Source: an optimization exercise on an open RTL-to-GDS flow (aim: small area and few clock cycles per item). Production flows keep margins and buffers that such runs may drop. Where RTL was checked, it was by simulation tests only, not by an equivalence proof against the original.

==> inputs of build 33 <==
Design fp_mult_pipe, start of the top module:
module fp_mult_pipe #(
    parameter int EXP_W = 8,
    parameter int MAN_W = 23
) (
    input  logic                   clk,
    input  logic                   rst_n,
    input  logic                   in_valid,
    output logic                   in_ready,
    input  logic [EXP_W+MAN_W:0]   a,
    input  logic [EXP_W+MAN_W:0]   b,
    output logic                   out_valid,
    input  logic                   out_ready,
    output logic [EXP_W+MAN_W:0]   product,
    output logic [4:0]             flags
);
clock: 7.5 ns
lec_check: 0
cap_margin: 20
core_margin: 2
core_utilization: 40
gpl_timing_driven: 1
setup_slack_margin: 0.05
slew_margin: 20
synth_hierarchical: 1
standard.sh (not shown) runs the stock make flow with config.mk's settings and CLKGATE_MAP_FILE= SYNTH_SCRIPT=/design/flow/synth_recipe.tcl, a recipe that flattens the netlist after the stock synthesis.
==> flow/flow/run.sh <==
#!/bin/bash
# Standard layout with two changes: the port buffers are buf_2 cells, and right
# after synthesis every combinational cell is set to its smallest drive strength
# (the standard repair steps then size up what timing and slew need).
set -euo pipefail
export BUFFER_PORTS_ARGS="-buffer_cell sky130_fd_sc_hd__buf_2"
bash standard.sh synth > synth.log 2>&1
DS_ODB="$PWD/orfs/results/$FLOW_PLATFORM/fp_mult_pipe/base/1_synth.odb" \
DS_LIB="$FLOW_HOME/platforms/$FLOW_PLATFORM/lib/sky130_fd_sc_hd__tt_025C_1v80.lib" \
DS_MAP="$PWD/flow/downsize_map.txt" \
  openroad -no_init -exit flow/downsize.tcl > downsize.log 2>&1
export SKIP_GATE_CLONING=1
bash standard.sh > standard.log 2>&1
Other scripts of this flow, unchanged in this note and not shown: flow/flow/downsize.tcl, flow/flow/downsize_map.txt
==> inputs of build 67, as changes to build 33 <==
GPL_TIMING_DRIVEN = 0   (was 1)
==> inputs of build 77, as changes to build 33 <==
--- a/flow/flow/run.sh
+++ b/flow/flow/run.sh
@@ -11,3 +11,4 @@
   openroad -no_init -exit flow/downsize.tcl > downsize.log 2>&1
 export SKIP_GATE_CLONING=1
+export POST_GLOBAL_PLACE_TCL="$PWD/flow/post_gpl.tcl"
 bash standard.sh > standard.log 2>&1
==> flow/flow/post_gpl.tcl (new file) <==
# After timing-driven global placement: take out the buffers it inserted
# (the port buffers stay); the resize and CTS repair steps add back what
# slew, capacitance and timing need.
set bufs [get_cells -quiet place*]
puts "post_gpl: removing [llength $bufs] placement buffers"
if { [llength $bufs] > 0 } {
  remove_buffers $bufs
}
==> notes <==
Build 77 produced a clean layout. Build 67 completed with no timing, DRC or antenna violations. Build 33 went through all stages and came out clean. Of build 33 and build 67, build 33 has the higher sequential share of layout area (gap 0.19 points). Global-route usage, lowest first: build 77, build 33, build 67.
No run of this note included a check of the RTL's function; only the layout flow was run.

========
==> inputs of ember <==
Another version of the RTL of fp_mult_pipe (not shown whole).
export LEC_CHECK = 0
export CAP_MARGIN = 20
export CORE_MARGIN = 2
export CORE_UTILIZATION = 40
export GPL_TIMING_DRIVEN = 1
export SETUP_SLACK_MARGIN = 0.05
export SLEW_MARGIN = 20
export SYNTH_HIERARCHICAL = 1
create_clock -name core_clock -period 7.5 [get_ports {clk}]
==> flow/flow/run.sh <==
#!/bin/bash
# Standard layout with two changes: the port buffers are buf_2 cells, and right
# after synthesis every combinational cell is set to its smallest drive strength
# (the standard repair steps then size up what timing and slew need).
set -euo pipefail
export BUFFER_PORTS_ARGS="-buffer_cell sky130_fd_sc_hd__buf_2"
bash standard.sh synth > synth.log 2>&1
DS_ODB="$PWD/orfs/results/$FLOW_PLATFORM/fp_mult_pipe/base/1_synth.odb" \
DS_LIB="$FLOW_HOME/platforms/$FLOW_PLATFORM/lib/sky130_fd_sc_hd__tt_025C_1v80.lib" \
DS_MAP="$PWD/flow/downsize_map.txt" \
  openroad -no_init -exit flow/downsize.tcl > downsize.log 2>&1
export SKIP_GATE_CLONING=1
export POST_GLOBAL_PLACE_TCL="$PWD/flow/post_gpl.tcl"
bash standard.sh > standard.log 2>&1
==> flow/flow/post_gpl.tcl <==
# After timing-driven global placement: take out the buffers it inserted
# (named place*); the port buffers (input*, output*) stay. The resize and CTS
# repair steps add back what slew, capacitance and timing need.
set names {}
foreach inst [get_cells -quiet place*] {
  lappend names [get_full_name $inst]
}
puts "post_gpl: removing [llength $names] placement buffers"
if { [llength $names] > 0 } {
  remove_buffers {*}$names
}
puts "post_gpl: port buffers kept: [llength [get_cells -quiet input*]] input, [llength [get_cells -quiet output*]] output"
Other scripts of this flow, unchanged in this note and not shown: flow/flow/downsize.tcl, flow/flow/downsize_map.txt
==> onyx: changes against ember <==
--- a/flow/flow/run.sh
+++ b/flow/flow/run.sh
@@ -1,6 +1,12 @@
 #!/bin/bash
-# Standard layout with two changes: the port buffers are buf_2 cells, and right
-# after synthesis every combinational cell is set to its smallest drive strength
-# (the standard repair steps then size up what timing and slew need).
+# Standard layout (standard.sh) with these changes:
+# - the port buffers are buf_2 cells;
+# - right after synthesis every combinational cell is set to its smallest drive
+#   strength (flow/downsize.tcl); the repair steps size up what timing needs;
+# - the buffers that timing-driven global placement inserts are taken out again
+#   right after it (flow/post_gpl.tcl), so the later repair steps add only what
+#   slew, capacitance and timing need;
+# - the repair steps do not clone gates.
+# Each tool's output goes to its own log in this folder.
 set -euo pipefail
 export BUFFER_PORTS_ARGS="-buffer_cell sky130_fd_sc_hd__buf_2"
==> flow/flow/post_gpl.tcl (replaced) <==
# After timing-driven global placement: take out the buffers it inserted
# (the port buffers stay); the resize and CTS repair steps add back what
# slew, capacitance and timing need.
set bufs [get_cells -quiet place*]
puts "post_gpl: removing [llength $bufs] placement buffers"
if { [llength $bufs] > 0 } {
  remove_buffers $bufs
}
==> run summary <==
| quantity | onyx | ember |
|---|---|---|
| Result of the run | timing/DRC/antenna clean | timing/DRC/antenna clean |
| Non-filler instance count after layout | 2229 | 2373 |
| Proportion of layout cells with a drive suffix above 1 | 5.48% | 13.2% |
| Library cell contributing the largest single delay on the critical path | sky130_fd_sc_hd__fa_1 | sky130_fd_sc_hd__fa_2 |
| GR peak layer | met2 | met1 |
| Number of nets in the layout | 2110 | 2252 |
| Worst Path Buf+Inv | 0 | 1 |
| Worst setup endpoint | p_r[33] | p_r[47] |
| Multi-input logic portion of the cell area | 85.5% | 80.9% |
| Vias in the first global route | 14011 | 14764 |
Testbench counts of ember, summed over its fixed seeds: cycles 8,008, items 8,000.
Testbench counts of onyx, summed over its fixed seeds: cycles 8,008, items 8,000.

## re-timing with driven ports
The flow's constraints put no driver on any port. The routed layouts listed below were extracted and timed again, unchanged, in two steps.
Step 1 (the two cells are an assumption about what drives the block):
set clk [get_ports {clk}]
set_driving_cell -lib_cell sky130_fd_sc_hd__clkbuf_16 $clk
set_driving_cell -lib_cell sky130_fd_sc_hd__buf_2 [delete_from_list [all_inputs] $clk]
Step 2, shift: input delay + t, output delay - t, t = (earliest + latest rising clock arrival at the registers) / 2. This alone moves slack from input paths to output paths.
a / b / c = ideal / step 1 / step 2; a / b = the first two.
run	t, ns	slack for setup (ns)	slew at the worst register clock pin (ns)	worst data-port slew with drivers (ns)
build 33	0.322	0.181 / 0.201 / -0.120	0.06 / 0.06	0.03
build 67	0.318	0.114 / 0.121 / -0.197	0.06 / 0.06	0.04
build 77	0.319	0.225 / -0.637 / -0.956	0.06 / 0.06	1.08
ember	0.320	0.206 / 0.184 / -0.136	0.06 / 0.06	0.08
onyx	0.320	0.154 / -0.817 / -1.137	0.06 / 0.06	1.20
With both steps, setup timing fails in every run listed, where it was met with ideal ports. The setup slack of onyx, which loses most, moves by -0.971 ns with the drivers and by -1.291 ns with both steps.
